Background: an optimization exercise with open tools, aiming at small area, a short achievable clock period and few clock cycles. Do not read the settings as production practice. RTL that was checked went through simulation tests only; none was proved equivalent to the original. For run 3, only the layout was checked, not whether the RTL still works. Power figures rest on the tool's default switching activity, not on a simulated workload.

--- config.mk ---
export PLATFORM = sky130hd
export DESIGN_NAME = clock_synth_register_planner_top
export DESIGN_NICKNAME = clock_synth_register_planner_top
export VERILOG_FILES = /design/flow/design.v
export SDC_FILE = /design/flow/constraint.sdc
export NUM_CORES = 4
export LEC_CHECK = 0
export CAP_MARGIN = 20
export CORE_MARGIN = 2
export CORE_UTILIZATION = 60
export CTS_CLUSTER_DIAMETER = 90
export CTS_CLUSTER_SIZE = 22
export PLACE_DENSITY = 0.72
export SETUP_SLACK_MARGIN = 4.0
export SLEW_MARGIN = 20
--- design.v ---
package csrp_pkg;
	localparam int CLK_W  = 2;
	localparam int FREQ_W = 28;
	localparam int XTAL_W = 26;
	localparam logic [FREQ_W-1:0] FREQ_MIN   = FREQ_W'(320000);
	localparam logic [FREQ_W-1:0] FREQ_MAX   = FREQ_W'(225000000);
	localparam logic [XTAL_W-1:0] XTAL_MIN   = XTAL_W'(10000000);
	localparam logic [XTAL_W-1:0] XTAL_MAX   = XTAL_W'(40000000);
	localparam logic [XTAL_W-1:0] XTAL_RESET = XTAL_W'(25000000);
	localparam logic [28:0] HALF_VCO_M1 = 29'd324999999;
	localparam logic [28:0] VCO_OFS_N   = 29'h1941C980;
endpackage
module csrp_add #(
	parameter int W = 8
) (
	input  logic [W-1:0] a,
	input  logic [W-1:0] b,
	input  logic         ci,
	output logic [W-1:0] s,
	output logic         co
);
	localparam int L = (W + 1 <= 2)  ? 1 :
	                   (W + 1 <= 4)  ? 2 :
	                   (W + 1 <= 8)  ? 3 :
	                   (W + 1 <= 16) ? 4 :
	                   (W + 1 <= 32) ? 5 : 6;
	logic [W-1:0] p;
	logic [L:0][W:0] gg;
	logic [L:0][W:0] pp;
	assign p = a ^ b;
	assign gg[0] = {a & b, ci};
	assign pp[0] = {p, 1'b0};
	for (genvar l = 0; l < L; l++) begin : g_lvl
		for (genvar i = 0; i <= W; i++) begin : g_bit
			if (((i >> l) & 1) == 1) begin : g_op
				localparam int J = ((i >> l) << l) - 1;
				assign gg[l+1][i] = gg[l][i] | (pp[l][i] & gg[l][J]);
				assign pp[l+1][i] = pp[l][i] & pp[l][J];
			end else begin : g_pass
				assign gg[l+1][i] = gg[l][i];
				assign pp[l+1][i] = pp[l][i];
			end
		end
	end
	assign s  = p ^ gg[L][W-1:0];
	assign co = gg[L][W];
endmodule
import csrp_pkg::*;
module csrp_divpipe (
	input  logic        clk,
	input  logic        arst_n,
	input  logic        in_valid,
	output logic        in_ready,
	input  logic [1:0]  in_clk,
	input  logic [27:0] in_f,
	input  logic [25:0] xtn,
	output logic        out_valid,
	input  logic        out_ready,
	output logic [25:0] out_r,
	output logic [12:0] out_s,
	output logic [9:0]  out_m,
	output logic [1:0]  out_c
);
	logic        a_busy;
	logic [3:0]  a_cnt;
	logic [3:0]  a_cnt_n;
	logic [28:0] a_f;
	logic [27:0] a_e;
	logic [9:0]  a_q;
	logic [1:0]  a_c;
	logic        a_done;
	logic        a_hand;
	logic [27:0] a_fcl;
	logic        a_nb;
	logic        a_nb_q;
	logic        a_init_q;
	logic [29:0] a_a;
	logic [29:0] a_b;
	logic [29:0] a_s;
	logic        a_ge;
	logic        b1_busy;
	logic [3:0]  b1_cnt;
	logic [25:0] b1_r;
	logic [12:0] b1_s;
	logic [9:0]  b1_m;
	logic [1:0]  b1_c;
	logic        b1_done;
	logic        b1_hand;
	logic [26:0] b1_t;
	logic [27:0] b1_d;
	assign in_ready = !a_busy;
	assign a_done   = a_busy && (a_cnt == 4'd12);
	assign a_hand   = a_done && !b1_busy;
	always_comb begin
		a_fcl = a_f[27:0];
		if (a_f[27:0] < FREQ_MIN) a_fcl = FREQ_MIN;
		if (a_f[27:0] > FREQ_MAX) a_fcl = FREQ_MAX;
	end
	always_comb begin
		if (!a_busy || a_hand) a_cnt_n = 4'd0;
		else if (!a_done)      a_cnt_n = a_cnt + 4'd1;
		else                   a_cnt_n = a_cnt;
	end
	always_comb begin
		case (a_cnt_n)
			4'd2:    a_nb = !HALF_VCO_M1[9];
			4'd3:    a_nb = !HALF_VCO_M1[8];
			4'd4:    a_nb = !HALF_VCO_M1[7];
			4'd5:    a_nb = !HALF_VCO_M1[6];
			4'd6:    a_nb = !HALF_VCO_M1[5];
			4'd7:    a_nb = !HALF_VCO_M1[4];
			4'd8:    a_nb = !HALF_VCO_M1[3];
			4'd9:    a_nb = !HALF_VCO_M1[2];
			4'd10:   a_nb = !HALF_VCO_M1[1];
			4'd11:   a_nb = !HALF_VCO_M1[0];
			default: a_nb = HALF_VCO_M1[10];
		endcase
	end
	always_ff @(posedge clk) begin
		a_nb_q   <= a_nb;
		a_init_q <= (a_cnt_n == 4'd1);
	end
	assign a_a = {1'b0, a_e, a_nb_q};
	assign a_b = ~{1'b0, a_f};
	csrp_add #(.W(30)) u_a_add (.a(a_a), .b(a_b), .ci(1'b1), .s(a_s), .co(a_ge));
	always_ff @(posedge clk or negedge arst_n) begin
		if (!arst_n) begin
			a_busy <= 1'b0;
			a_cnt  <= '0;
		end else begin
			if (!a_busy) a_busy <= in_valid;
			else if (a_hand) a_busy <= 1'b0;
			a_cnt <= a_cnt_n;
		end
	end
	always_ff @(posedge clk) begin
		if (!a_busy) begin
			a_f <= {1'b0, in_f};
			a_c <= (in_clk == 2'd3) ? 2'd2 : in_clk;
		end else if (a_cnt == 4'd0) begin
			a_f <= {1'b0, a_fcl};
		end else if (a_cnt == 4'd11) begin
			a_f <= VCO_OFS_N;
		end
		if (a_cnt == 4'd0) begin
			a_e <= HALF_VCO_M1[28:11];
		end else if (a_init_q) begin
			a_e <= ~a_s[27:0];
		end else if (!a_done) begin
			a_e <= a_ge ? a_s[27:0] : a_a[27:0];
			a_q <= {a_q[8:0], !a_ge};
		end
	end
	assign b1_done = b1_busy && (b1_cnt == 4'd13);
	assign b1_hand = b1_done && out_ready;
	assign b1_t    = {b1_r, b1_s[12]};
	logic        b1_ge;
	logic [26:0] b1_dd;
	csrp_add #(.W(27)) u_b1_sub (.a(b1_t), .b({1'b1, xtn}), .ci(1'b1), .s(b1_dd), .co(b1_ge));
	assign b1_d    = {!b1_ge, b1_dd};
	always_ff @(posedge clk or negedge arst_n) begin
		if (!arst_n) begin
			b1_busy <= 1'b0;
			b1_cnt  <= '0;
		end else begin
			if (a_hand) begin
				b1_busy <= 1'b1;
				b1_cnt  <= '0;
			end else if (b1_hand) begin
				b1_busy <= 1'b0;
			end else if (b1_busy && !b1_done) begin
				b1_cnt <= b1_cnt + 4'd1;
			end
		end
	end
	always_ff @(posedge clk) begin
		if (a_hand) begin
			b1_r <= {3'b0, a_s[29:7]};
			b1_s <= {a_s[6:1], 7'b0};
			b1_m <= a_q - 10'd1;
			b1_c <= a_c;
		end else if (b1_busy && !b1_done) begin
			b1_r <= b1_d[27] ? b1_t[25:0] : b1_d[25:0];
			b1_s <= {b1_s[11:0], !b1_d[27]};
		end
	end
	assign out_valid = b1_done;
	assign out_r     = b1_r;
	assign out_s     = b1_s;
	assign out_m     = b1_m;
	assign out_c     = b1_c;
endmodule
import csrp_pkg::*;
module csrp_serializer (
	input  logic        clk,
	input  logic        arst_n,
	input  logic [25:0] xtn,
	input  logic        in_valid,
	output logic        in_ready,
	input  logic [25:0] in_r,
	input  logic [12:0] in_s,
	input  logic [9:0]  in_m,
	input  logic [1:0]  in_c,
	output logic        wr_valid,
	input  logic        wr_ready,
	output logic [7:0]  wr_reg_address,
	output logic [7:0]  wr_reg_value,
	output logic        wr_final_write
);
	logic        qfull_q;
	logic        pend_q;
	logic [3:0]  b2_cnt;
	logic [25:0] b2_r;
	logic [9:0]  b2_m;
	logic [1:0]  b2_c;
	logic [12:0] qh_q;
	logic [12:0] ql_q;
	logic        nz_q;
	logic [26:0] b2_t;
	logic [27:0] b2_d;
	logic        hand;
	logic        busy_q;
	logic [4:0]  cnt_q;
	logic [9:0]  m_q;
	logic [1:0]  c_q;
	logic        out_v_q;
	logic [6:0]  out_addr_q;
	logic [7:0]  out_val_q;
	logic        out_final_q;
	logic        take;
	logic        last;
	logic        rdy;
	logic        emit;
	logic        start;
	logic [13:0] p1;
	logic [6:0]  nxt_addr;
	logic [7:0]  nxt_val;
	assign in_ready = !qfull_q;
	assign hand     = in_valid && !qfull_q;
	assign b2_t     = {b2_r, 1'b0};
	logic        b2_ge;
	logic [26:0] b2_dd;
	csrp_add #(.W(27)) u_b2_sub (.a(b2_t), .b({1'b1, xtn}), .ci(1'b1), .s(b2_dd), .co(b2_ge));
	assign b2_d     = {!b2_ge, b2_dd};
	always_ff @(posedge clk or negedge arst_n) begin
		if (!arst_n) begin
			qfull_q <= 1'b0;
			pend_q  <= 1'b0;
			b2_cnt  <= '0;
		end else begin
			if (hand) begin
				qfull_q <= 1'b1;
				b2_cnt  <= '0;
			end else begin
				if (emit && cnt_q == 5'd7) qfull_q <= 1'b0;
				if (b2_cnt != 4'd13) b2_cnt <= b2_cnt + 4'd1;
			end
			if (hand) pend_q <= 1'b1;
			else if (start) pend_q <= 1'b0;
		end
	end
	always_ff @(posedge clk) begin
		if (hand) begin
			b2_r <= in_r;
			b2_m <= in_m;
			b2_c <= in_c;
			qh_q <= in_s;
			nz_q <= (in_s[5:0] != 6'd0) || ({in_r, 13'b0} >= {13'b0, ~xtn});
		end else begin
			b2_r <= b2_d[27] ? b2_t[25:0] : b2_d[25:0];
			if (b2_cnt != 4'd13) ql_q[4'd12 - b2_cnt] <= !b2_d[27];
		end
	end
	assign take  = !out_v_q || wr_ready;
	assign last  = cnt_q[4];
	always_comb begin
		case (cnt_q)
			5'd4:    rdy = (b2_cnt >= 4'd1);
			5'd5:    rdy = (b2_cnt >= 4'd4);
			5'd6:    rdy = (b2_cnt >= 4'd12);
			5'd7:    rdy = (b2_cnt == 4'd13);
			default: rdy = 1'b1;
		endcase
	end
	assign emit  = busy_q && take && rdy;
	assign start = pend_q && (!busy_q || (emit && last));
	assign p1 = {qh_q, ql_q[12]} - 14'd512;
	always_comb begin
		nxt_addr = '0;
		nxt_val  = '0;
		if (last) begin
			nxt_addr = 7'd16 + {5'b0, c_q};
			nxt_val  = (c_q == 2'd1) ? 8'h6F : 8'h4F;
		end else if (!cnt_q[3]) begin
			nxt_addr = ((c_q == 2'd1) ? 7'd34 : 7'd26) + {4'b0, cnt_q[2:0]};
			case (cnt_q[2:0])
				3'd0: nxt_val = 8'h00;
				3'd1: nxt_val = {7'b0, !nz_q};
				3'd2: nxt_val = 8'h00;
				3'd3: nxt_val = {2'b0, p1[13:8]};
				3'd4: nxt_val = p1[7:0];
				3'd5: nxt_val = {nz_q, 4'b0, ql_q[11:9]};
				3'd6: nxt_val = ql_q[8:1];
				default: nxt_val = {ql_q[0], 7'b0};
			endcase
		end else begin
			nxt_addr = 7'd42 + {2'b0, c_q, 3'b0} + {4'b0, cnt_q[2:0]};
			case (cnt_q[2:0])
				3'd1: nxt_val = 8'h01;
				3'd2: nxt_val = {4'b0, (m_q == 10'd0) ? 2'b11 : 2'b00, m_q[9:8]};
				3'd3: nxt_val = m_q[7:0];
				default: nxt_val = 8'h00;
			endcase
		end
	end
	always_ff @(posedge clk or negedge arst_n) begin
		if (!arst_n) begin
			busy_q  <= 1'b0;
			cnt_q   <= '0;
			out_v_q <= 1'b0;
		end else begin
			if (take) out_v_q <= busy_q && rdy;
			if (start) begin
				busy_q <= 1'b1;
				cnt_q  <= '0;
			end else if (emit) begin
				cnt_q <= cnt_q + 5'd1;
				if (last) busy_q <= 1'b0;
			end
		end
	end
	always_ff @(posedge clk) begin
		if (emit) begin
			out_addr_q  <= nxt_addr;
			out_val_q   <= nxt_val;
			out_final_q <= last;
		end
		if (start) begin
			m_q <= b2_m;
			c_q <= b2_c;
		end
	end
	assign wr_valid       = out_v_q;
	assign wr_reg_address = {1'b0, out_addr_q};
	assign wr_reg_value   = out_val_q;
	assign wr_final_write = out_final_q;
endmodule
import csrp_pkg::*;
module clock_synth_register_planner_top (
	input  logic                        clk,
	input  logic                        arst_n,
	input  logic                        req_valid,
	output logic                        req_ready,
	input  logic [csrp_pkg::CLK_W-1:0]  req_clock_index,
	input  logic [csrp_pkg::FREQ_W-1:0] req_out_frequency,
	output logic                        wr_valid,
	input  logic                        wr_ready,
	output logic [7:0]                  wr_reg_address,
	output logic [7:0]                  wr_reg_value,
	output logic                        wr_final_write,
	input  logic                        xtal_we,
	input  logic [csrp_pkg::XTAL_W-1:0] xtal_data
);
	logic [XTAL_W-1:0] xtal_q;
	logic [XTAL_W-1:0] xtal_cl;
	logic [XTAL_W-1:0] xtal_n;
	logic              plan_valid;
	logic              plan_ready;
	logic [25:0]       plan_r;
	logic [12:0]       plan_s;
	logic [9:0]        plan_m;
	logic [1:0]        plan_c;
	always_comb begin
		xtal_cl = xtal_q;
		if (xtal_q < XTAL_MIN) xtal_cl = XTAL_MIN;
		if (xtal_q > XTAL_MAX) xtal_cl = XTAL_MAX;
	end
	always_ff @(posedge clk or negedge arst_n) begin
		if (!arst_n) begin
			xtal_q <= XTAL_RESET;
		end else if (xtal_we) begin
			xtal_q <= xtal_data;
		end
	end
	always_ff @(posedge clk) begin
		xtal_n <= ~xtal_cl;
	end
	csrp_divpipe u_divpipe (
		.clk       (clk),
		.arst_n    (arst_n),
		.in_valid  (req_valid),
		.in_ready  (req_ready),
		.in_clk    (req_clock_index),
		.in_f      (req_out_frequency),
		.xtn       (xtal_n),
		.out_valid (plan_valid),
		.out_ready (plan_ready),
		.out_r     (plan_r),
		.out_s     (plan_s),
		.out_m     (plan_m),
		.out_c     (plan_c)
	);
	csrp_serializer u_serializer (
		.clk            (clk),
		.arst_n         (arst_n),
		.in_valid       (plan_valid),
		.in_ready       (plan_ready),
		.xtn            (xtal_n),
		.in_r           (plan_r),
		.in_s           (plan_s),
		.in_m           (plan_m),
		.in_c           (plan_c),
		.wr_valid       (wr_valid),
		.wr_ready       (wr_ready),
		.wr_reg_address (wr_reg_address),
		.wr_reg_value   (wr_reg_value),
		.wr_final_write (wr_final_write)
	);
endmodule
--- run.sh ---
#!/bin/bash
# synth_recipe.tcl (not shown) runs the flow's synth.tcl, then flattens the netlist and writes it again
# the make line also repeats each setting of config.mk as NAME=value (left out here)
make -C /OpenROAD-flow-scripts/flow DESIGN_CONFIG=/design/flow/config.mk WORK_HOME=/design/flow/orfs CLKGATE_MAP_FILE= SYNTH_SCRIPT=/design/flow/synth_recipe.tcl finish
--- constraint.sdc ---
create_clock -name core_clock -period 7.0 [get_ports {clk}]
set_input_delay 1.4000 -clock core_clock [delete_from_list [all_inputs] [get_ports {clk}]]
set_output_delay 1.4000 -clock core_clock [all_outputs]
set_load 0.01 [all_outputs]
==> run_results.csv, run 1 <==
group,metric,value,unit
status,status,"complete, no violations",
synthesis,synthTopCellsByArea,"edfxtp_1 (28%), dfxtp_1 (12%), ha_1 (8.7%)",
floorplan,fp.dieH,167.8,um
cts,clock-sinks,290,
timing,clock.fmax,335.1,MHz
cts,numCtsBuffers,17,
timing,grt_setup_unrepaired,"yes",
layout,num-nets-final,1871,
place,io_buffers,78,
routing,via_count,12891,
pwr,power_frac_comb,57.4,%
synthesis,post-synth-top-area-fraction,27.61,%
critical_path,worstSetupEndpointType,"flip-flop",
place,dp_hpwl,27400,um
timing,period_needed,2.984,ns
floorplan,coreArea,0.02621,mm^2
synthesis,synthCells,1598,
critical_path,crit_slowest_cell,"edfxtp_1",
layout,mostFrequentLayoutCells,"edfxtp_1 (148), a21oi_1 (123), nor2_1 (119)",
floorplan,rows,59,
pwr,p_leak,7.344,nW
synthesis,synth-main-ff-cell,"edfxtp_1",
cts,clk_pin_slew,0.10,ns
timing,clock_skew,0.02806,ns
critical_path,path_buf_inv,2,
routing,drc,0,
cts,worstSkewPairLatency,0.52,ns
hold_path,hold_path_class,"flip-flop to flip-flop",
routing,via_per_inst,6.344,
cts,cts_tree,"done",
global_routing,overflow,0,
timing,finalSetupViolations,0,
global_routing,grt_pass1_wl,63170,um
critical_path,critical_path.startpoint_type,"flip-flop",
timing,final-hold-violation-count,0,
cts,cts-root-buf,"clkbuf_16",
critical_path,max_stage_delay,0.43,ns
pwr,p_sw,4.460,mW
floorplan,die_w,167.8,um
layout,synthToLayoutAreaGrowth,15.38,%
synthesis,mappedNetlistNets,1783,
run,cap_violations,0,
pwr,powerDensity,546.7,mW/mm^2
routing,totalWireLength,40430,um
floorplan,ios,80,
pwr,p_int,5.694,mW
place,place_area,0.01711,mm^2
layout,drive_above_1_share,12.61,%
global_routing,grt_max_degree,62,
critical_path,path_cells,"inv_2 > ha_4 > a21o_1 > or3_4 > o2111ai_4 > o221ai_4 > buf_6 > or2_4 > a21oi_2 > xnor2_2 > mux2i_1 > a221oi_2",
routing,drt-initial-drc-count,1157,
layout,multi_input_area,0.008461,mm^2
critical_path,cp_max_fo,3,
global_routing,grt_pass1_vias,12435,
synthesis,seq_area_frac_synth,46.89,%
pwr,switching_share,43.92,%
cts,clock_path_buffers,3,
synthesis,synth_area_per_cell,10.07,um^2
timing,maxSlewHeadroom,39.34,%
layout,seqCellArea,0.007553,mm^2
timing,worstMarginPinSlew,0.8981,ns
pwr,p_clk_share,10.6,%
layout,diodes,0,
global_routing,antenna_found_initial,0,
synthesis,netlist-cell-type-count,81,
synthesis,synth-async-reset-ratio,16.90,%
place,place_ws,3.310,ns
layout,final_cell_area,0.01857,mm^2
layout,utilization,70.87,%
synthesis,syn_area,0.01610,mm^2
floorplan,initial_core_util,61.42,%
cts,htreeDepth,1,
routing,first_pass_iters,7,
global_routing,track_usage,27.68,%
timing,fin_crit_sh,42.63,%
critical_path,critical_path_class,"flip-flop to flip-flop",
critical_path,arrival,3.42,ns
pwr,p_seq_share,32.0,%
place,gp_congestion,0.9256,
critical_path,path_delay_family,"compound AO/OA/AOI/OAI gates",
timing,tns,0,ns
floorplan,design.die.area,0.02815,mm^2
layout,fill_cells,1977,
synthesis,yosys.area.top_type,"edfxtp_1",
timing,fin_ws,4.016,ns
routing,wl_per_cell,19.90,um
layout,mostFrequentLayoutCell,"edfxtp_1",
critical_path,critPathRequiredTime,7.43,ns
timing,finalMaxSlewViolations,0,
synthesis,ys_ff_latch,290,
synthesis,synth_edf_count,148,
routing,drtAntennaViolNets,0,
cts,cts_hold_buffers,0,
synthesis,yosysWarningCount,3,
pwr,total_power,10.15,mW
pwr,ir_worst_vdd,282.8,uV
==> metal layers <==
layer	global-route usage (%)	routed length, um	share of wire, %	vias up
met5	0	0	0	-
met4	8.771	1223	3.0	0
met3	4.090	2332	5.8	82
met2	47.86	19810	49	439
met1	36.09	17070	42	6284
li1	-	-	-	6086
==> stage by stage <==
step	instances	hold WS, ns
final	2032	0.4241
after floorplan	1598	0.4003
after detailed placement	1953	0.4061
after global routing	2032	0.4305
after global placement	1953	0.4018
after CTS	2002	0.4267
==> cells by family (layout without fill, tap and decap cells) <==
group,count (synthesis),count (layout),share of synthesized area (%)
AOI/OAI and AO/OA,446,450,18.37
xor gates and xnor gates,79,79,4.299
adders and majority gates,124,124,10.20
buffers and inverters,158,253,3.863
DFF,290,290,46.89
muxes,41,41,2.760
other,1,1,0.02330
and+or+nand+nor,459,459,13.60
==> sequential cells by signal (all words and copies together), names as in the netlist, 2 cells and up <==
register	cells
u_divpipe.a_c	2
u_divpipe.a_cnt	4
u_divpipe.a_e	28
u_divpipe.a_f	29
u_divpipe.a_q	10
u_divpipe.b1_c	2
u_divpipe.b1_cnt	4
u_divpipe.b1_m	10
u_divpipe.b1_r	26
u_divpipe.b1_s	13
u_serializer.b2_c	2
u_serializer.b2_cnt	4
u_serializer.b2_m	10
u_serializer.b2_r	26
u_serializer.c_q	2
u_serializer.cnt_q	5
u_serializer.m_q	10
u_serializer.out_addr_q	7
u_serializer.out_val_q	8
u_serializer.qh_q	13
u_serializer.ql_q	13
xtal_n	26
xtal_q	26
==> final timing paths <==
| path | cells past startpoint | to | from | slack (ns) |
|---|---|---|---|---|
| setup / recovery | 12 | u_divpipe.a_e[24] | u_divpipe.a_f[4] | 4.02 |
| hold / removal | 0 | u_serializer.b2_m[4] | u_divpipe.b1_m[4] | 0.42 |
| setup reg to reg | 12 | u_divpipe.a_e[24] | u_divpipe.a_f[4] | 4.02 |
| hold reg to reg | 0 | u_serializer.b2_m[4] | u_divpipe.b1_m[4] | 0.42 |
| max in group asynchronous | 2 | u_serializer.out_v_q | arst_n | 5.46 |
| min in group asynchronous | 2 | xtal_q[23] | arst_n | 1.03 |
==> worst reg2reg max path, delay by kind of cell, from the launching register on <==
kind / cells / cell delay, ns
AO/OA/AOI/OAI: 5 / 1.04
AND/OR/NAND/NOR: 2 / 0.68
flip-flops: 1 / 0.43
buffers and inverters: 2 / 0.24
adder cells (fa/ha/maj): 1 / 0.20
XOR/XNOR: 1 / 0.16
multiplexers: 1 / 0.15
==> layout make-up <==
| cell class | count | share of cell area [%] |
|---|---|---|
| multi-input combinational | 1154 | 45.56 |
| sequential | 290 | 40.67 |
| clock buffer | 27 | 2.493 |
| tap | 335 | 2.257 |
| inverter | 91 | 1.927 |
| timing repair buffer | 130 | 6.710 |
| timing repair inverter | 2 | 0.08758 |
| clock inverter | 3 | 0.2964 |
==> synth_stat cells, types with 6 or more instances <==
master / count
xor2_1: 40
nor4_1: 17
edfxtp_1: 148
nand2b_1: 12
dfrtp_1: 37
clkbuf_1: 54
o221ai_1: 10
o21ai_0: 88
nand2_1: 119
nor2b_1: 23
and3_1: 8
a21o_1: 32
a21oi_1: 129
o22ai_1: 6
nor2_1: 124
fa_1: 12
dfstp_2: 12
a221oi_1: 10
a22oi_1: 7
and2_1: 7
nand4_1: 20
inv_1: 87
or2_2: 6
nand3_1: 52
nor3_1: 38
mux2_2: 27
a32o_1: 8
a211oi_1: 12
or3_1: 13
o211ai_1: 16
mux2i_1: 14
o21a_1: 26
a31oi_1: 26
ha_1: 112
a22o_1: 18
dfxtp_1: 93
xnor2_1: 39
==> repair_timing <==
item                                    4_1_cts  5_1_grt
endpoints found under the setup margin      148      152
gates cloned                                  5        3
resized for setup                            24       94
setup buffers                                14       27
pin swaps                                     5       27
==> power groups by stage <==
stage          Combinational [mW]  Sequential (mW)  Clock, mW
2_1_floorplan                3.89             3.00          0
3_3_place_gp                 4.79             3.23          0
3_5_place_dp                 4.94             3.25          0
4_1_cts                      5.17             3.22       1.09
5_1_grt                      6.43             3.32       1.14
6_report                     5.83             3.25       1.07
Testbench counts, summed over its fixed seeds: cycles 8,984.
==> inputs of run 2 (changes only) <==
--- a/design.v
+++ b/design.v
@@ -381,8 +381,10 @@
 		end else if (xtal_we) begin
 			xtal_q <= xtal_data;
+		end else begin
+			xtal_q <= xtal_cl;
 		end
 	end
 	always_ff @(posedge clk) begin
-		xtal_n <= ~xtal_cl;
+		xtal_n <= ~xtal_q;
 	end
 	csrp_divpipe u_divpipe (
==> run 2 against run 1 <==
Still clean; non-clock buffer count increased by 19; first-iteration DRC count increased by 10%; clock skew decreased by 0.016 ns; sequential power about the same.
==> run_results.csv, run 2 <==
group,metric,value,unit
status,status,"complete, no violations",
cts,clk_pin_slew,0.09,ns
critical_path,critical_path.startpoint_type,"flip-flop",
critical_path,cp_max_fo,10,
synthesis,yosysMostFrequentCell,"edfxtp_1",
cts,cts-root-buf,"clkbuf_16",
layout,drive_above_1_share,13.04,%
synthesis,synth_area_per_cell,9.948,um^2
pwr,p_seq_share,31.6,%
pwr,switching_share,43.74,%
routing,first_pass_iters,6,
timing,clock.fmax,338.8,MHz
global_routing,track_usage,28.28,%
timing,maxSlewHeadroom,26.56,%
pwr,p_int,5.776,mW
floorplan,initial_core_util,60.87,%
pwr,power_frac_comb,58.0,%
timing,fin_crit_sh,42.17,%
timing,tns,0,ns
critical_path,worstSetupEndpointType,"flip-flop",
timing,period_needed,2.952,ns
place,io_buffers,78,
synthesis,synthTopCellsByArea,"edfxtp_1 (27%), dfxtp_1 (11%), ha_1 (8.7%)",
cts,htreeDepth,1,
routing,drt-met1-wl,17110,um
run,cap_violations,0,
hold_path,hold_path_class,"flip-flop to flip-flop",
cts,worstSkewPairLatency,0.51,ns
routing,drtAntennaViolNets,0,
global_routing,grt_pass1_wl,64530,um
timing,grt_setup_unrepaired,"yes",
synthesis,ys_ff_latch,290,
layout,mostFrequentLayoutCells,"edfxtp_1 (148), nand2_1 (134), inv_1 (114)",
layout,largest_register,"u_divpipe.a_f",
pwr,p_clk_share,10.4,%
timing,finalMaxSlewViolations,0,
timing,final-hold-violation-count,0,
critical_path,reg2reg_from,"u_divpipe.a_f[13]",
routing,via_per_inst,6.340,
floorplan,die_w,168.9,um
floorplan,design.die.area,0.02853,mm^2
pwr,ir_worst_vdd,266.7,uV
cts,clock-sinks,290,
global_routing,grt_pass1_vias,12444,
synthesis,synth-main-ff-cell,"edfxtp_1",
cts,cts_tree,"done",
routing,highest_layer,"met4",
critical_path,critical_path_class,"flip-flop to flip-flop",
cts,clock_path_buffers,3,
critical_path,critPathRequiredTime,7.42,ns
hold_path,holdPathEnd,"u_serializer.b2_m[2]",
routing,totalWireLength,42290,um
synthesis,synthCells,1640,
pwr,powerDensity,540.8,mW/mm^2
pwr,p_leak,7.641,nW
synthesis,mappedNetlistNets,1826,
place,gp_congestion,0.9655,
timing,worstMarginPinSlew,1.100,ns
layout,num-nets-final,1924,
synthesis,synth-async-reset-ratio,16.90,%
floorplan,ios,80,
synthesis,yosys.area.top_type,"edfxtp_1",
layout,largest_reg_flops,29,
layout,reg.largest.list,"u_divpipe.a_f: 29 flops, u_divpipe.a_e: 28 flops",
layout,fill_cells,2012,
routing,wl_per_cell,20.24,um
routing,wl_met2,20740,um
synthesis,synthTopCellsByCount,"edfxtp_1 (148), nand2_1 (135), inv_1 (122)",
synthesis,yosysWarningCount,3,
layout,synthToLayoutAreaGrowth,16.35,%
global_routing,grt_max_degree,50,
synthesis,syn_area,0.01631,mm^2
routing,drt-initial-drc-count,1274,
routing,wl_met3,3027,um
timing,finalSetupViolations,0,
global_routing,antenna_found_initial,0,
cts,numCtsBuffers,17,
routing,via_count,13245,
critical_path,arrival,3.38,ns
critical_path,rrSetupSlack,4.05,ns
layout,diodes,0,
floorplan,coreArea,0.02680,mm^2
floorplan,rows,60,
layout,mostFrequentLayoutCell,"edfxtp_1",
place,dp_hpwl,28350,um
routing,drc,0,
floorplan,fp.dieH,168.9,um
global_routing,overflow,0,
synthesis,post-synth-top-area-fraction,27.24,%
synthesis,synth_edf_count,148,
synthesis,netlist-cell-type-count,84,
hold_path,hp-start,"u_divpipe.b1_m[2]",
timing,fin_hold_ws,0.4264,ns
pwr,p_sw,4.490,mW
critical_path,r2r-end,"u_divpipe.a_e[17]",
hold_path,hold_depth,0,
timing,clock_skew,0.01255,ns
synthesis,seq_area_frac_synth,46.26,%
critical_path,rr_worst_depth,12,
==> run 2: cell types whose count changed after synthesis, sizes merged, moves of 11 or more <==
cell,before,now
nor2,124,105
a22o,18,32
mux2,27,5
xnor2,39,50
xor2,40,24
inv,88,123
nor3,38,26
a31oi,26,45
o21ai,92,81
nand2,119,137
a21oi,131,114
==> run 2: how the worst max path moves through the flow <==
stage	startpoint	to	slack, ns	cells after the start
floorplan	u_divpipe.a_f[15]	u_divpipe.a_f[0]	3.77	8
global placement	u_divpipe.a_cnt[0]	u_divpipe.b1_r[8]	3.01	7
detailed placement	u_divpipe.a_cnt[0]	u_divpipe.b1_r[4]	2.97	7
CTS	u_divpipe.a_f[24]	u_divpipe.a_e[27]	3.97	12
global route	u_divpipe.a_f[11]	u_divpipe.a_e[16]	3.89	12
finish	u_divpipe.a_f[13]	u_divpipe.a_e[17]	4.05	12
==> run 2: area by class of cell <==
cell class	instances	area (um^2)	share of cell area, %
Inverter	125	493.0	2.597
Timing Repair Buffer	149	1456	7.673
Clock buffer	26	459.2	2.419
Sequential cell	290	7571	39.89
Timing Repair inverter	2	18.77	0.09887
Tap cell	341	426.7	2.248
Multi-Input combinational cell	1153	8509	44.83
Clock inverter	3	47.55	0.2505
==> run 2: per-layer routing <==
| metal | up-vias | GRT usage [%] |
|---|---|---|
| li1 | 6239 | - |
| met1 | 6366 | 36.49 |
| met2 | 532 | 49.47 |
| met3 | 108 | 3.484 |
| met4 | 0 | 9.595 |
| met5 | - | 0 |
==> run 2: timing repair <==
action | CTS | global route
pin swaps | 12 | 27
hold buffers | 0 | 0
cloned | 7 | 5
buffers inserted | 21 | 34
setup endpoints to repair | 169 | 138
resized for setup | 42 | 87
==> run 2: cell families after synthesis <==
family | after synthesis | synth area share (%)
adder cells (fa/ha/maj) | 125 | 10.14
other | 1 | 0.02299
AO/OA/AOI/OAI | 479 | 20.17
buffers and inverters | 203 | 4.916
AND/OR/NAND/NOR | 446 | 13.13
XOR/XNOR | 74 | 3.973
multiplexers | 22 | 1.388
flip-flops | 290 | 46.26
==> run 2: power by group through the flow <==
stage	combinational [mW]	sequential, mW	clock (mW)
detailed placement	4.98	3.25	0
finish	5.96	3.25	1.06
global placement	4.84	3.24	0
CTS	5.31	3.21	1.08
global route	6.54	3.31	1.14
floorplan	3.90	2.99	0
==> run 2: per-stage QoR <==
stage          cells  worst slack (ns)  cell area [um^2]  utilization [%]  total power, mW
2_1_floorplan   1640             3.771             16340                -            6.891
3_5_place_dp    1993             2.969             17300            64.55            8.229
3_3_place_gp    1993             3.010             17300            64.55            8.079
6_report        2089             4.048             18980            70.83            10.27
5_1_grt         2089             3.895             18980            70.83            10.99
4_1_cts         2050             3.972             18220            67.97            9.598
==> run 2: worst max-delay path: stages, from the launching register on <==
cell	delay, ns
edfxtp_1	0.38
inv_2	0.07
ha_4	0.27
nand4_1	0.11
nor4_2	0.35
o21ai_2	0.14
a311oi_2	0.33
o21a_2	0.24
o2111ai_4	0.15
nand2_4	0.18
buf_12	0.15
mux2_2	0.33
o211ai_1	0.16
Testbench counts of run 2, summed over its fixed seeds: cycles 8,984.
==> inputs of run 3 (changes only) <==
--- a/design.v
+++ b/design.v
@@ -33,8 +33,7 @@
 	for (genvar l = 0; l < L; l++) begin : g_lvl
 		for (genvar i = 0; i <= W; i++) begin : g_bit
-			if (((i >> l) & 1) == 1) begin : g_op
-				localparam int J = ((i >> l) << l) - 1;
-				assign gg[l+1][i] = gg[l][i] | (pp[l][i] & gg[l][J]);
-				assign pp[l+1][i] = pp[l][i] & pp[l][J];
+			if (i >= (1 << l)) begin : g_op
+				assign gg[l+1][i] = gg[l][i] | (pp[l][i] & gg[l][i - (1 << l)]);
+				assign pp[l+1][i] = pp[l][i] & pp[l][i - (1 << l)];
 			end else begin : g_pass
 				assign gg[l+1][i] = gg[l][i];
--- a/config.mk
+++ b/config.mk
@@ -9,6 +9,4 @@
 export CORE_MARGIN = 2
 export CORE_UTILIZATION = 60
-export CTS_CLUSTER_DIAMETER = 90
-export CTS_CLUSTER_SIZE = 22
 export PLACE_DENSITY = 0.72
 export SETUP_SLACK_MARGIN = 4.0
==> run 3 against run 2 <==
Clock power is 61% higher; combinational power increased by 22%; routed wire length is 7.8% higher; critical path depth is 1 lower; first-iteration DRC count is 13% higher; highest routed layer unchanged; critical path type unchanged; via count rose by 8.4%; non-clock buffer count unchanged; cell area rose by 7.8%; die area rose by 3.4%.
==> run_results.csv, run 3 <==
group,metric,value,unit
status,status,"complete, no violations",
critical_path,critical_path.startpoint_type,"flip-flop",
layout,largest_register,"u_divpipe.a_f",
global_routing,grt_max_degree,50,
routing,wl_per_cell,19.99,um
global_routing,antenna_found_initial,0,
critical_path,max_stage_delay,0.56,ns
synthesis,synth-async-reset-ratio,16.90,%
critical_path,crit_slowest_cell,"or4_4",
timing,maxSlewHeadroom,24.76,%
routing,drtAntennaViolNets,0,
floorplan,ios,80,
global_routing,grt_busiest_layer,"met2",
hold_path,hold_path_class,"flip-flop to flip-flop",
pwr,powerDensity,599.4,mW/mm^2
cts,numCtsBuffers,31,
layout,drive_above_1_share,14.46,%
pwr,ir_worst_vdd,300.9,uV
layout,synthToLayoutAreaGrowth,21.19,%
synthesis,synth-main-ff-cell,"edfxtp_1",
global_routing,grt_pass1_vias,13489,
timing,grt_setup_unrepaired,"yes",
synthesis,yosysWarningCount,3,
critical_path,cp_max_fo,7,
global_routing,grt_pass1_wl,69780,um
layout,largest_reg_flops,29,
cts,worstSkewPairLatency,0.58,ns
floorplan,rows,61,
routing,via_count,14352,
layout,fill_cells,2000,
synthesis,post-synth-top-area-fraction,26.32,%
synthesis,syn_area,0.01688,mm^2
cts,clock-sinks,290,
routing,via_per_inst,6.295,
layout,diodes,0,
global_routing,gr-usage-met3,3.912,%
global_routing,grtUsageMet2,47.62,%
layout,mostFrequentLayoutCell,"edfxtp_1",
pwr,p_leak,8.284,nW
layout,reg.largest.list,"u_divpipe.a_f: 29 flops, u_divpipe.a_e: 28 flops",
run,cap_violations,0,
synthesis,synthTopCellsByArea,"edfxtp_1 (26%), dfxtp_1 (11%), ha_1 (8.5%)",
timing,worstMarginPinSlew,1.127,ns
cts,clock_path_buffers,3,
synthesis,mappedNetlistNets,1945,
pwr,total_power,12.26,mW
routing,first_pass_iters,5,
synthesis,synthTopCellsByCount,"nand2_1 (150), nor2_1 (149), edfxtp_1 (148)",
synthesis,netlist-cell-type-count,83,
synthesis,synth_edf_count,148,
timing,finalMaxSlewViolations,0,
synthesis,ys_ff_latch,290,
global_routing,grt_use_met1,41.45,%
floorplan,coreArea,0.02778,mm^2
cts,cts_tree,"done",
cts,cts-root-buf,"clkbuf_16",
floorplan,fp.dieH,171.8,um
place,io_buffers,78,
routing,drc,0,
cts,clk_pin_slew,0.06,ns
synthesis,yosys.area.top_type,"edfxtp_1",
layout,seqCellArea,0.007555,mm^2
place,gp_congestion,0.8827,
layout,mostFrequentLayoutCells,"edfxtp_1 (148), nor2_1 (145), nand2_1 (144)",
critical_path,arrival,3.65,ns
timing,final-hold-violation-count,0,
place,dp_hpwl,29760,um
routing,drt-initial-drc-count,1435,
timing,finalSetupViolations,0,
routing,totalWireLength,45580,um
floorplan,initial_core_util,60.77,%
timing,period_needed,3.181,ns
critical_path,path_cells,"ha_4 > o21ai_4 > a211oi_4 > a2111oi_4 > or4_4 > a211o_4 > a21oi_4 > buf_12 > mux2i_1 > o22ai_1 > a211o_1",
layout,num-nets-final,2054,
global_routing,track_usage,29.69,%
timing,clock.fmax,314.4,MHz
synthesis,seq_area_frac_synth,44.70,%
critical_path,critPathRequiredTime,7.47,ns
synthesis,synth_area_per_cell,9.550,um^2
layout,multi_input_area,0.009330,mm^2
timing,fin_crit_sh,45.44,%
timing,clock_skew,0.009844,ns
cts,htreeDepth,1,
timing,tns,0,ns
cts,cts_hold_buffers,0,
floorplan,design.die.area,0.02950,mm^2
critical_path,critical_path_class,"flip-flop to flip-flop",
synthesis,synthCells,1768,
floorplan,die_w,171.8,um
global_routing,overflow,0,
synthesis,yosysMostFrequentCell,"nand2_1",
critical_path,worstSetupEndpointType,"flip-flop",
==> run 3: cell count changes after synthesis, moves of 11 or more <==
cell	previous run	this run
a21oi_1	114	131
a31oi_1	45	30
fa_1	12	1
mux2i_1	17	37
nand2_1	135	150
nand3_1	42	29
nor2_1	105	149
o21ai_1	2	25
==> run 3: layout make-up <==
cell class              instances  area share, %
clock inverters                25          1.431
clock buffers                  33          3.828
well taps                     378          2.312
repair buffers                149          7.638
flip-flops and latches        290          36.92
repair inverters                2        0.06115
multi-input cells            1287          45.60
inverters                     116          2.208
==> run 3: report_power, final <==
group / internal, mW / switching, mW
clock network: 1.00 / 0.710
registers: 2.63 / 0.653
logic: 3.26 / 4.01
total: 6.90 / 5.37
==> run 3: cells by family after synthesis <==
kind of cell / count (synthesis) / share of synthesized area, %
buffers and inverters: 193 / 4.469
XOR/XNOR: 84 / 4.358
AND/OR/NAND/NOR: 513 / 14.40
adder cells (fa/ha/maj): 116 / 8.641
other: 1 / 0.02221
multiplexers: 41 / 2.460
AO/OA/AOI/OAI: 530 / 20.95
flip-flops: 290 / 44.70
==> run 3: what timing repair did <==
item / 4_1_cts / 5_1_grt
buffers inserted: 35 / 19
cloned: 6 / 6
gates resized for setup: 72 / 102
endpoints found under the setup margin: 157 / 145
pin swaps: 36 / 39
==> run 3: per-stage QoR <==
stage	instance area [um^2]	cells	utilization [%]	hold slack, ns	setup WS [ns]
4_1_cts	19750	2255	71.08	0.4192	3.877
3_5_place_dp	17960	2156	64.65	0.4045	3.085
2_1_floorplan	16970	1768	-	0.4003	3.794
6_report	20460	2280	73.65	0.4158	3.819
3_3_place_gp	17960	2156	64.65	0.4037	3.183
5_1_grt	20460	2280	73.65	0.4234	3.753
==> run 3: worst max-delay path, delay by kind of cell, from the launching register on <==
kind,cells,cell delay (ns)
AO/OA/AOI/OAI,7,1.39
adder cells (fa/ha/maj),1,0.32
flip-flops,1,0.46
buffers and inverters,1,0.15
AND/OR/NAND/NOR,1,0.56
multiplexers,1,0.19
==> run 3: final timing paths <==
path,start,endpoint,slack (ns),depth (start not counted)
max in group asynchronous,arst_n,u_serializer.out_v_q,5.51,2
min,u_serializer.b2_c[1],u_serializer.c_q[1],0.42,0
max,u_divpipe.a_f[0],u_divpipe.a_e[6],3.82,11
min in group asynchronous,arst_n,xtal_q[1],0.96,2
max reg2reg,u_divpipe.a_f[0],u_divpipe.a_e[6],3.82,11
min reg2reg,u_serializer.b2_c[1],u_serializer.c_q[1],0.42,0
==> run 3: routing by layer <==
layer,part of all wire [%],wire length [um],up-vias
met1,43,19770,6924
met2,46,21020,548
li1,-,-,6744
met4,3.8,1744,0
met3,6.7,3050,136
met5,0,0,-
==> inputs of run 4 (changes only) <==
--- a/design.v
+++ b/design.v
@@ -33,7 +33,8 @@
 	for (genvar l = 0; l < L; l++) begin : g_lvl
 		for (genvar i = 0; i <= W; i++) begin : g_bit
-			if (i >= (1 << l)) begin : g_op
-				assign gg[l+1][i] = gg[l][i] | (pp[l][i] & gg[l][i - (1 << l)]);
-				assign pp[l+1][i] = pp[l][i] & pp[l][i - (1 << l)];
+			if (((i >> l) & 1) == 1) begin : g_op
+				localparam int J = ((i >> l) << l) - 1;
+				assign gg[l+1][i] = gg[l][i] | (pp[l][i] & gg[l][J]);
+				assign pp[l+1][i] = pp[l][i] & pp[l][J];
 			end else begin : g_pass
 				assign gg[l+1][i] = gg[l][i];
==> flow/run.sh (new file) <==
#!/bin/bash
# The standard layout, with the port buffers placed as buf_2 cells (the
# default pick is the larger, slower clkdlybuf4s50_1). Each tool's output
# goes to standard.log in the run folder (ORFS keeps per-step logs too).
set -euo pipefail
export BUFFER_PORTS_ARGS="-buffer_cell sky130_fd_sc_hd__buf_2"
bash standard.sh > standard.log 2>&1
==> standard.sh (new file) <==
#!/bin/bash
# synth_recipe.tcl (not shown) runs the flow's synth.tcl, then flattens the netlist and writes it again
# the make line also repeats each setting of config.mk as NAME=value (left out here)
make -C /OpenROAD-flow-scripts/flow DESIGN_CONFIG=/design/flow/config.mk WORK_HOME=/design/flow/orfs CLKGATE_MAP_FILE= SYNTH_SCRIPT=/design/flow/synth_recipe.tcl "${@:-finish}"
--- a/config.mk
+++ b/config.mk
@@ -9,4 +9,5 @@
 export CORE_MARGIN = 2
 export CORE_UTILIZATION = 60
+export CTS_BUF_LIST = sky130_fd_sc_hd__clkbuf_4 sky130_fd_sc_hd__clkbuf_8
 export PLACE_DENSITY = 0.72
 export SETUP_SLACK_MARGIN = 4.0
removed: run.sh
==> run 4 against run 3 <==
Clock power fell by 12%; flip-flop and latch count unchanged; first-iteration DRC count is 1.9% lower; clock-buffer cell count up 26; core utilization decreased by 1.7 points; synthesized cell count shrank 7.2%; setup slack better by 0.095 ns.
==> run_results.csv, run 4 <==
group,metric,value,unit
global_routing,grt_max_degree,50,
synthesis,synthCells,1640,
synthesis,synthTopCellsByArea,"edfxtp_1 (27%), dfxtp_1 (11%), ha_1 (8.7%)",
critical_path,max_stage_delay,0.44,ns
synthesis,synth_area_per_cell,9.948,um^2
synthesis,yosysWarningCount,3,
timing,tns,0,ns
pwr,p_clk_share,14.0,%
synthesis,yosys.area.top_type,"edfxtp_1",
global_routing,overflow,0,
layout,synthToLayoutAreaGrowth,18.13,%
layout,diodes,0,
pwr,p_leak,8.012,nW
layout,mostFrequentLayoutCell,"edfxtp_1",
timing,fin_ws,3.914,ns
synthesis,synth_edf_count,148,
timing,maxSlewHeadroom,34.96,%
critical_path,critical_path_class,"flip-flop to flip-flop",
routing,drc,0,
place,dpl.cell_count,1993,
pwr,ir_worst_vdd,248.7,uV
synthesis,ys_ff_latch,290,
timing,grt_setup_unrepaired,"yes",
routing,wl_per_cell,19.40,um
place,place_area,0.01692,mm^2
timing,period_needed,3.086,ns
cts,clock-sinks,290,
critical_path,worstSetupEndpointType,"flip-flop",
synthesis,seq_area_frac_synth,46.26,%
floorplan,die_w,168.9,um
timing,final-hold-violation-count,0,
routing,via_per_inst,6.204,
cts,clk_pin_slew,0.06,ns
routing,drtAntennaViolNets,0,
layout,num-nets-final,1973,
routing,first_pass_iters,5,
synthesis,mappedNetlistNets,1826,
cts,htreeDepth,2,
cts,numCtsBuffers,47,
synthesis,synthTopCellsByCount,"edfxtp_1 (148), nand2_1 (135), inv_1 (122)",
floorplan,ios,80,
run,cap_violations,0,
pwr,p_seq_share,29.9,%
critical_path,arrival,3.59,ns
timing,fin_crit_sh,44.09,%
synthesis,syn_area,0.01631,mm^2
routing,via_count,13444,
critical_path,path_cells,"inv_2 > ha_4 > nand4_1 > nor4_4 > o21ai_4 > a311oi_2 > o21a_2 > o2111ai_4 > nand2_4 > clkinv_8 > or4_4 > a31oi_4",
cts,worstSkewPairLatency,0.59,ns
floorplan,initial_core_util,60.87,%
status,status,"complete, no violations",
place,place_ws,2.049,ns
global_routing,grt_pass1_wl,64380,um
cts,clock_path_buffers,3,
floorplan,fp.dieH,168.9,um
global_routing,grt_pass1_vias,12705,
routing,drt-initial-drc-count,1408,
cts,cts-root-buf,"clkbuf_8",
critical_path,crit_slowest_cell,"or4_4",
critical_path,critical_path.startpoint_type,"flip-flop",
hold_path,hold_path_class,"flip-flop to flip-flop",
synthesis,yosysMostFrequentCell,"edfxtp_1",
floorplan,rows,60,
pwr,power_frac_comb,56.1,%
layout,layoutNonFillerInstCount,2167,
place,io_buffers,78,
synthesis,synth-async-reset-ratio,16.90,%
place,gp_congestion,0.9496,
layout,mostFrequentLayoutCells,"edfxtp_1 (148), nand2_1 (134), inv_1 (116)",
layout,reg.largest.list,"u_divpipe.a_f: 29 flops, u_divpipe.a_e: 28 flops",
layout,largest_register,"u_divpipe.a_f",
timing,finalSetupViolations,0,
critical_path,cp_max_fo,7,
timing,clock_skew,0.02787,ns
timing,finalMaxSlewViolations,0,
floorplan,coreArea,0.02680,mm^2
timing,worstMarginPinSlew,0.9746,ns
layout,drive_above_1_share,20.81,%
timing,clock.fmax,324.0,MHz
pwr,p_int,6.165,mW
floorplan,design.die.area,0.02853,mm^2
place,dp_hpwl,27590,um
global_routing,track_usage,28.13,%
synthesis,synth-main-ff-cell,"edfxtp_1",
synthesis,post-synth-top-area-fraction,27.24,%
synthesis,netlist-cell-type-count,84,
pwr,switching_share,43.03,%
global_routing,antenna_found_initial,0,
layout,largest_reg_flops,29,
critical_path,critPathRequiredTime,7.51,ns
pwr,p_sw,4.656,mW
pwr,powerDensity,561.5,mW/mm^2
routing,totalWireLength,42040,um
layout,utilization,71.91,%
layout,final_cell_area,0.01927,mm^2
cts,cts_tree,"done",
[run 4: cell families (layout without fill, tap and decap cells)]
family / count (synthesis) / after routing / share of synthesized area (%)
AOI/OAI and AO/OA: 479 / 480 / 20.17
muxes: 22 / 22 / 1.388
buffers and inverters: 203 / 384 / 4.916
adders and majority gates: 125 / 125 / 10.14
xor gates and xnor gates: 74 / 74 / 3.973
and+or+nand+nor: 446 / 450 / 13.13
other: 1 / 1 / 0.02299
DFF: 290 / 290 / 46.26
[run 4: timing repair]
item	in CTS	in global routing
setup endpoints to repair	178	138
hold buffers	0	0
pin swaps	10	35
cloned	5	5
gates resized for setup	43	89
setup buffers	28	48
[run 4: cell type report]
type	instances	area (um^2)
Tap cell	341	426.7
Timing Repair Buffer	169	1264
Clock inverter	29	200.2
Timing Repair inverter	2	16.27
Inverter	125	490.5
Fill cell	1939	7528
Sequential cell	290	7564
Multi-Input combinational cell	1152	8549
Clock buffer	59	762.0
[run 4: worst max-delay path: cells and delay by family, from the launching register on]
family	cells	cell delay [ns]
AND/OR/NAND/NOR	4	1.13
flip-flops	1	0.37
buffers and inverters	2	0.15
AO/OA/AOI/OAI	5	1.07
adder cells (fa/ha/maj)	1	0.28
[run 4: layer usage]
layer  part of all wire [%]  up-vias  global-route usage, %
li1                       -     6370                      -
met1                     42     6436                  35.90
met2                     49      534                  48.65
met3                    6.4      104                  4.372
met4                    3.2        0                  10.23
met5                      0        -                      0
[run 4: path summary, 6_finish.rpt]
| kind | end | depth (start not counted) | slack, ns | startpoint |
|---|---|---|---|---|
| setup / recovery | u_divpipe.a_e[16] | 12 | 3.91 | u_divpipe.a_f[13] |
| hold / removal | u_serializer.b2_m[0] | 0 | 0.41 | u_divpipe.b1_m[0] |
| setup reg to reg | u_divpipe.a_e[16] | 12 | 3.91 | u_divpipe.a_f[13] |
| hold reg to reg | u_serializer.b2_m[0] | 0 | 0.41 | u_divpipe.b1_m[0] |
| max in group asynchronous | u_serializer.b2_cnt[1] | 2 | 5.54 | arst_n |
| min in group asynchronous | u_serializer.out_v_q | 2 | 0.95 | arst_n |
[run 4: per-stage QoR]
stage | power [mW] | hold WS (ns)
after floorplan | 6.891 | 0.4003
after detailed placement | 8.142 | 0.4045
after global placement | 7.999 | 0.4007
after CTS | 9.997 | 0.3972
after global routing | 11.55 | 0.4212
final | 10.82 | 0.4139
[run 4: power groups by stage]
stage	Sequential [mW]	Clock [mW]	Combinational, mW
6_report	3.23	1.51	6.08
3_5_place_dp	3.25	0	4.89
3_3_place_gp	3.23	0	4.77
4_1_cts	3.20	1.53	5.27
2_1_floorplan	2.99	0	3.90
5_1_grt	3.29	1.61	6.65
Testbench counts of run 4, summed over its fixed seeds: cycles 8,984.
==> inputs of run 5 (changes only) <==
--- a/config.mk
+++ b/config.mk
@@ -9,5 +9,4 @@
 export CORE_MARGIN = 2
 export CORE_UTILIZATION = 60
-export CTS_BUF_LIST = sky130_fd_sc_hd__clkbuf_4 sky130_fd_sc_hd__clkbuf_8
 export PLACE_DENSITY = 0.72
 export SETUP_SLACK_MARGIN = 4.0
==> run 5 against run 4 <==
Cell area shrank 0.67%; combinational power fell by 2%; via count fell by 0.73%; sequential power about the same; synthesized cell count unchanged; routed wire length barely moved; worst hold slack better by 0.0042 ns; area after synthesis stayed put; largest power group unchanged.
==> run_results.csv, run 5 <==
group,metric,value,unit
floorplan,rows,60,
routing,drt-initial-drc-count,1327,
global_routing,grt_pass1_wl,64560,um
cts,clock-sinks,290,
cts,cts-root-buf,"clkbuf_16",
timing,finalMaxSlewViolations,0,
critical_path,reg2reg_from,"u_divpipe.a_f[12]",
place,dp_hpwl,27590,um
hold_path,hold_depth,0,
synthesis,synth-main-ff-cell,"edfxtp_1",
critical_path,rrSetupSlack,3.88,ns
layout,num-nets-final,1939,
place,io_buffers,78,
timing,grt_setup_unrepaired,"yes",
critical_path,r2r-end,"u_divpipe.a_e[16]",
routing,via_per_inst,6.301,
timing,fin_hold_ws,0.4181,ns
place,place_area,0.01692,mm^2
pwr,p_leak,7.920,nW
layout,reg.largest.list,"u_divpipe.a_f: 29 flops, u_divpipe.a_e: 28 flops",
global_routing,track_usage,28.16,%
synthesis,post-synth-top-area-fraction,27.24,%
global_routing,overflow,0,
synthesis,synth-async-reset-ratio,16.90,%
routing,drtAntennaViolNets,0,
floorplan,coreArea,0.02680,mm^2
synthesis,ys_ff_latch,290,
synthesis,synth_area_per_cell,9.948,um^2
cts,numCtsBuffers,30,
hold_path,hp-start,"u_divpipe.b1_m[3]",
synthesis,yosysWarningCount,3,
layout,final_cell_area,0.01914,mm^2
layout,largest_register,"u_divpipe.a_f",
timing,maxSlewHeadroom,34.32,%
layout,drive_above_1_share,18.74,%
layout,synthToLayoutAreaGrowth,17.34,%
timing,clock_skew,0.01487,ns
layout,diodes,0,
cts,htreeDepth,1,
run,cap_violations,0,
timing,period_needed,3.115,ns
critical_path,critical_path_class,"flip-flop to flip-flop",
cts,clock_path_buffers,3,
cts,clk_pin_slew,0.06,ns
routing,wl_per_cell,19.85,um
critical_path,critical_path.startpoint_type,"flip-flop",
synthesis,syn_area,0.01631,mm^2
floorplan,fp.dieH,168.9,um
synthesis,synthTopCellsByArea,"edfxtp_1 (27%), dfxtp_1 (11%), ha_1 (8.7%)",
global_routing,grt_pass1_vias,12692,
critical_path,arrival,3.60,ns
global_routing,antenna_found_initial,0,
routing,drc,0,
timing,tns,0,ns
timing,clock.fmax,321.0,MHz
global_routing,grt_max_degree,50,
pwr,powerDensity,567.2,mW/mm^2
floorplan,ios,80,
synthesis,synthTopCellsByCount,"edfxtp_1 (148), nand2_1 (135), inv_1 (122)",
hold_path,hold_path_class,"flip-flop to flip-flop",
timing,fin_crit_sh,44.51,%
status,status,"complete, no violations",
critical_path,worstSetupEndpointType,"flip-flop",
floorplan,design.die.area,0.02853,mm^2
floorplan,die_w,168.9,um
critical_path,rr_worst_depth,12,
timing,worstMarginPinSlew,0.9764,ns
synthesis,yosys.area.top_type,"edfxtp_1",
synthesis,synth_edf_count,148,
routing,first_pass_iters,6,
synthesis,mappedNetlistNets,1826,
synthesis,netlist-cell-type-count,84,
synthesis,synthCells,1640,
place,gp_congestion,0.9496,
hold_path,holdPathEnd,"u_serializer.b2_m[3]",
routing,via_count,13346,
critical_path,cp_max_fo,23,
floorplan,initial_core_util,60.87,%
routing,totalWireLength,42040,um
timing,finalSetupViolations,0,
cts,cts_tree,"done",
layout,largest_reg_flops,29,
critical_path,critPathRequiredTime,7.49,ns
layout,mostFrequentLayoutCells,"edfxtp_1 (148), nand2_1 (133), inv_1 (117)",
timing,final-hold-violation-count,0,
synthesis,yosysMostFrequentCell,"edfxtp_1",
layout,mostFrequentLayoutCell,"edfxtp_1",
synthesis,seq_area_frac_synth,46.26,%
cts,worstSkewPairLatency,0.56,ns
pwr,ir_worst_vdd,324.7,uV
-- run 5: power by group --
part | switching, mW | internal [mW] | total (mW)
Combinational | 3.33 | 2.63 | 5.96
Sequential | 0.616 | 2.62 | 3.24
Clock | 0.681 | 0.982 | 1.66
Total | 4.63 | 6.23 | 10.9
-- run 5: critical path: stages (launching register included) --
cell and delay [ns]:
edfxtp_1 0.36, inv_1 0.07, ha_4 0.29, nand4_1 0.20, nor4_4 0.33, o21ai_2 0.13
a311oi_2 0.35, o21a_2 0.25, o2111ai_4 0.17, nand2_8 0.16, inv_12 0.07, or4_4 0.44
a31oi_4 0.20
-- run 5: cell type report --
cell class | count | area, um^2
Timing Repair Buffer | 152 | 1094
Sequential cell | 290 | 7565
Clock buffer | 42 | 872.1
Multi-Input combinational cell | 1153 | 8528
Tap cell | 341 | 426.7
Fill cell | 1949 | 7657
Clock inverter | 14 | 156.4
Timing Repair inverter | 1 | 7.507
Inverter | 125 | 494.2
-- run 5: timing repair --
action                                  CTS  global route
gates cloned                              6             4
buffers inserted                         26            33
gates resized for setup                  44            87
pin swaps                                11            34
hold buffers                              0             0
endpoints found under the setup margin  178           140
-- run 5: how the worst max path moves through the flow --
stage / cells past startpoint / start / slack, ns / to
after floorplan: 8 / u_divpipe.a_f[15] / 3.77 / u_divpipe.a_f[0]
after global placement: 8 / u_divpipe.a_cnt[0] / 2.26 / u_divpipe.b1_r[0]
after detailed placement: 8 / u_divpipe.a_cnt[0] / 2.05 / u_divpipe.b1_r[0]
after CTS: 10 / xtal_n[1] / 3.99 / u_serializer.ql_q[8]
after global routing: 12 / u_divpipe.a_f[24] / 3.77 / u_divpipe.a_e[27]
final: 12 / u_divpipe.a_f[12] / 3.88 / u_divpipe.a_e[16]
-- run 5: stage by stage --
step | std cells | power, mW | util, % | setup WS [ns]
floorplan | 1640 | 6.891 | - | 3.771
global placement | 1993 | 7.999 | 63.11 | 2.263
detailed placement | 1993 | 8.142 | 63.11 | 2.049
CTS | 2081 | 10.14 | 68.63 | 3.994
global route | 2118 | 11.54 | 71.43 | 3.767
finish | 2118 | 10.86 | 71.43 | 3.885
-- run 5: cell families after synthesis --
kind of cell / Yosys count / synth area share [%]
muxes: 22 / 1.388
DFF: 290 / 46.26
adders and majority gates: 125 / 10.14
other: 1 / 0.02299
xor gates and xnor gates: 74 / 3.973
AOI/OAI and AO/OA: 479 / 20.17
and+or+nand+nor: 446 / 13.13
buffers and inverters: 203 / 4.916
-- run 5: per-layer routing --
metal / vias up / part of all wire, % / wire [um] / GRT usage [%]
met1: 6396 / 41 / 17330 / 36.02
met2: 535 / 49 / 20500 / 48.77
met4: 0 / 4.0 / 1674 / 10.94
met3: 123 / 6.0 / 2537 / 3.718
met5: - / 0 / 0 / 0
li1: 6292 / - / - / -
==> inputs of run 6 (changes only) <==
--- a/design.v
+++ b/design.v
@@ -381,10 +381,8 @@
 		end else if (xtal_we) begin
 			xtal_q <= xtal_data;
-		end else begin
-			xtal_q <= xtal_cl;
 		end
 	end
 	always_ff @(posedge clk) begin
-		xtal_n <= ~xtal_q;
+		xtal_n <= ~xtal_cl;
 	end
 	csrp_divpipe u_divpipe (
--- a/config.mk
+++ b/config.mk
@@ -9,4 +9,6 @@
 export CORE_MARGIN = 2
 export CORE_UTILIZATION = 60
+export CTS_CLUSTER_DIAMETER = 90
+export CTS_CLUSTER_SIZE = 22
 export PLACE_DENSITY = 0.72
 export SETUP_SLACK_MARGIN = 4.0
==> run 6 against run 5 <==
Synthesized cell count decreased by 2.6%; sequential share of layout area increased by 2.6 points; global-route usage decreased by 0.63 points; worst hold slack improved by 0.0038 ns; combinational power decreased by 6.4%; via count decreased by 4.6%; die area decreased by 1.3%; cell area decreased by 6.4%; register-to-register slack improved by 0.15 ns; clock-buffer cell count decreased by 16.
==> run_results.csv, run 6 <==
group,metric,value,unit
global_routing,track_usage,27.53,%
cts,clock-sinks,290,
synthesis,syn_area,0.01610,mm^2
layout,num-nets-final,1865,
routing,drtAntennaViolNets,0,
timing,final-hold-violation-count,0,
routing,wl_per_cell,19.55,um
synthesis,netlist-cell-type-count,81,
synthesis,post-synth-top-area-fraction,27.61,%
synthesis,synthTopCellsByCount,"edfxtp_1 (148), a21oi_1 (129), nor2_1 (124)",
layout,mostFrequentLayoutCells,"edfxtp_1 (148), nor2_1 (123), a21oi_1 (122)",
hold_path,hold_depth,0,
place,gp_congestion,0.9187,
synthesis,synth_area_per_cell,10.07,um^2
layout,fill_cells,2046,
layout,largest_register,"u_divpipe.a_f",
floorplan,ios,80,
global_routing,grt_pass1_wl,62770,um
global_routing,grt_max_degree,62,
timing,grt_setup_unrepaired,"yes",
cts,cts_hold_buffers,0,
synthesis,synth_edf_count,148,
layout,drive_above_1_share,15.49,%
floorplan,coreArea,0.02621,mm^2
critical_path,worstSetupEndpointType,"flip-flop",
timing,fin_crit_sh,42.30,%
global_routing,antenna_found_initial,0,
cts,numCtsBuffers,17,
routing,drc,0,
critical_path,critPathRequiredTime,7.25,ns
critical_path,critical_path_class,"flip-flop to flip-flop",
pwr,powerDensity,550.3,mW/mm^2
floorplan,fp.dieH,167.8,um
layout,reg.largest.list,"u_divpipe.a_f: 29 flops, u_divpipe.a_e: 28 flops",
routing,totalWireLength,39610,um
layout,largest_reg_flops,29,
status,status,"complete, no violations",
synthesis,synthTopCellsByArea,"edfxtp_1 (28%), dfxtp_1 (12%), ha_1 (8.7%)",
synthesis,synth-async-reset-ratio,16.90,%
timing,maxSlewHeadroom,37.52,%
synthesis,mappedNetlistNets,1783,
layout,mostFrequentLayoutCell,"edfxtp_1",
timing,finalMaxSlewViolations,0,
cts,htreeDepth,1,
routing,via_per_inst,6.285,
synthesis,ys_ff_latch,290,
routing,drt-initial-drc-count,1401,
cts,cts-root-buf,"clkbuf_16",
critical_path,critical_path.startpoint_type,"flip-flop",
timing,finalSetupViolations,0,
global_routing,overflow,0,
timing,worstMarginPinSlew,0.9338,ns
timing,clock_skew,0.02547,ns
layout,multi_input_area,0.008283,mm^2
routing,via_count,12734,
global_routing,grt_pass1_vias,12101,
floorplan,initial_core_util,61.42,%
layout,diodes,0,
hold_path,hold_path_class,"flip-flop to flip-flop",
layout,synthToLayoutAreaGrowth,11.35,%
floorplan,die_w,167.8,um
timing,tns,0,ns
critical_path,cp_max_fo,3,
synthesis,seq_area_frac_synth,46.89,%
cts,clk_pin_slew,0.10,ns
cts,clock_path_buffers,3,
cts,worstSkewPairLatency,0.52,ns
synthesis,yosysWarningCount,3,
cts,cts_tree,"done",
synthesis,synth-main-ff-cell,"edfxtp_1",
timing,clock.fmax,337.7,MHz
floorplan,design.die.area,0.02815,mm^2
place,io_buffers,78,
pwr,total_power,9.862,mW
place,dp_hpwl,27240,um
routing,first_pass_iters,6,
synthesis,synthCells,1598,
run,cap_violations,0,
pwr,p_leak,7.280,nW
floorplan,rows,59,
critical_path,arrival,3.21,ns
layout,seqCellArea,0.007553,mm^2
timing,period_needed,2.961,ns
pwr,ir_worst_vdd,262.3,uV
synthesis,yosys.area.top_type,"edfxtp_1",
synthesis,yosysMostFrequentCell,"edfxtp_1",
critical_path,rr_worst_depth,12,
[run 6: layout make-up]
type | count | share of cell area (%)
tap | 335 | 2.339
clock inverter | 4 | 0.2723
multi-input combinational | 1154 | 46.22
inverter | 91 | 1.997
sequential | 290 | 42.15
clock buffer | 26 | 2.562
timing repair buffer | 123 | 4.356
timing repair inverter | 3 | 0.1117
[run 6: critical path, stage by stage (launching register included)]
cell       delay, ns
edfxtp_1        0.42
inv_1           0.07
ha_1            0.26
a21o_1          0.23
or3_4           0.37
o2111ai_2       0.22
o221ai_4        0.18
a21oi_4         0.24
buf_4           0.14
nor2b_1         0.03
nor2_1          0.12
xor2_1          0.24
o211ai_1        0.14
[run 6: cells by family after synthesis]
group	Yosys count	synth area share, %
buffers and inverters	158	3.863
XOR/XNOR	79	4.299
AO/OA/AOI/OAI	446	18.37
AND/OR/NAND/NOR	459	13.60
multiplexers	41	2.760
adder cells (fa/ha/maj)	124	10.20
other	1	0.02330
flip-flops	290	46.89
[run 6: routing by layer]
layer | vias up | GRT usage (%) | part of all wire [%] | wire, um
li1 | 6074 | - | - | -
met1 | 6098 | 37.25 | 43 | 17190
met2 | 470 | 45.96 | 48 | 18860
met3 | 92 | 3.126 | 5.7 | 2251
met4 | 0 | 10.36 | 3.3 | 1309
met5 | - | 0 | 0 | 0
[run 6: path summary, 6_finish.rpt]
| check | start | endpoint | slack (ns) |
|---|---|---|---|
| worst min-delay path | u_serializer.b2_m[3] | u_serializer.m_q[3] | 0.42 |
| worst max register to register | u_divpipe.a_f[4] | u_divpipe.b1_r[21] | 4.04 |
| worst max-delay path | u_divpipe.a_f[4] | u_divpipe.b1_r[21] | 4.04 |
| max in group asynchronous | arst_n | u_serializer.b2_cnt[1] | 5.44 |
| min in group asynchronous | arst_n | xtal_q[3] | 1.03 |
| worst min register to register | u_serializer.b2_m[3] | u_serializer.m_q[3] | 0.42 |
[run 6: metrics by stage]
| stage | area [um^2] | util (%) | hold slack, ns | std cells | setup slack (ns) |
|---|---|---|---|---|---|
| after global placement | 16720 | 63.79 | 0.4005 | 1952 | 3.255 |
| final | 17920 | 68.39 | 0.4219 | 2026 | 4.039 |
| after detailed placement | 16720 | 63.79 | 0.4045 | 1952 | 3.139 |
| after floorplan | 16120 | - | 0.4003 | 1598 | 3.771 |
| after CTS | 17460 | 66.63 | 0.4192 | 2002 | 4.007 |
| after global routing | 17920 | 68.39 | 0.4342 | 2026 | 3.913 |
[run 6: power by group]
group | internal [mW] | switching (mW)
sequential | 2.62 | 0.608
clock | 0.485 | 0.568
combinational | 2.40 | 3.18
total | 5.50 | 4.36
[run 6: repair_timing]
item,CTS,global route
pin swaps,7,22
setup endpoints to repair,171,121
resized for setup,23,57
gates cloned,6,1
buffers inserted,14,23
Testbench counts of run 6, summed over its fixed seeds: cycles 8,984.

re-timing with driven ports:
How much do the figures lean on ideal ports? The routed layouts below were timed once more, with nothing changed but the port constraints. Step 1, drivers: a clkbuf_16 drives clk and a buf_2 each remaining input, both assumed. Step 2, shift: input delay + t, output delay - t, t = (earliest + latest rising clock arrival at the registers) / 2. This alone moves slack from input paths to output paths. Slacks: no drivers / after step 1 / after step 2; pairs: no drivers / after step 1.
| run | t, ns | setup WS [ns] | clock arrival spread, ns |
|---|---|---|---|
| run 1 | 0.561 | 4.016 / 4.016 / 4.016 | 0.028 / 0.029 |
| run 2 | 0.549 | 4.048 / 4.013 / 3.843 | 0.013 / 0.014 |
| run 3 | 0.627 | 3.819 / 3.819 / 3.755 | 0.011 / 0.010 |
| run 4 | 0.624 | 3.914 / 3.914 / 3.914 | 0.031 / 0.032 |
| run 5 | 0.607 | 3.885 / 3.885 / 3.885 | 0.018 / 0.018 |
| run 6 | 0.556 | 4.039 / 4.039 / 4.039 | 0.027 / 0.026 |
After both steps setup and hold are still met in every run listed. The setup slack of run 2, which loses most, moves by -0.035 ns with the drivers and by -0.205 ns with both steps.
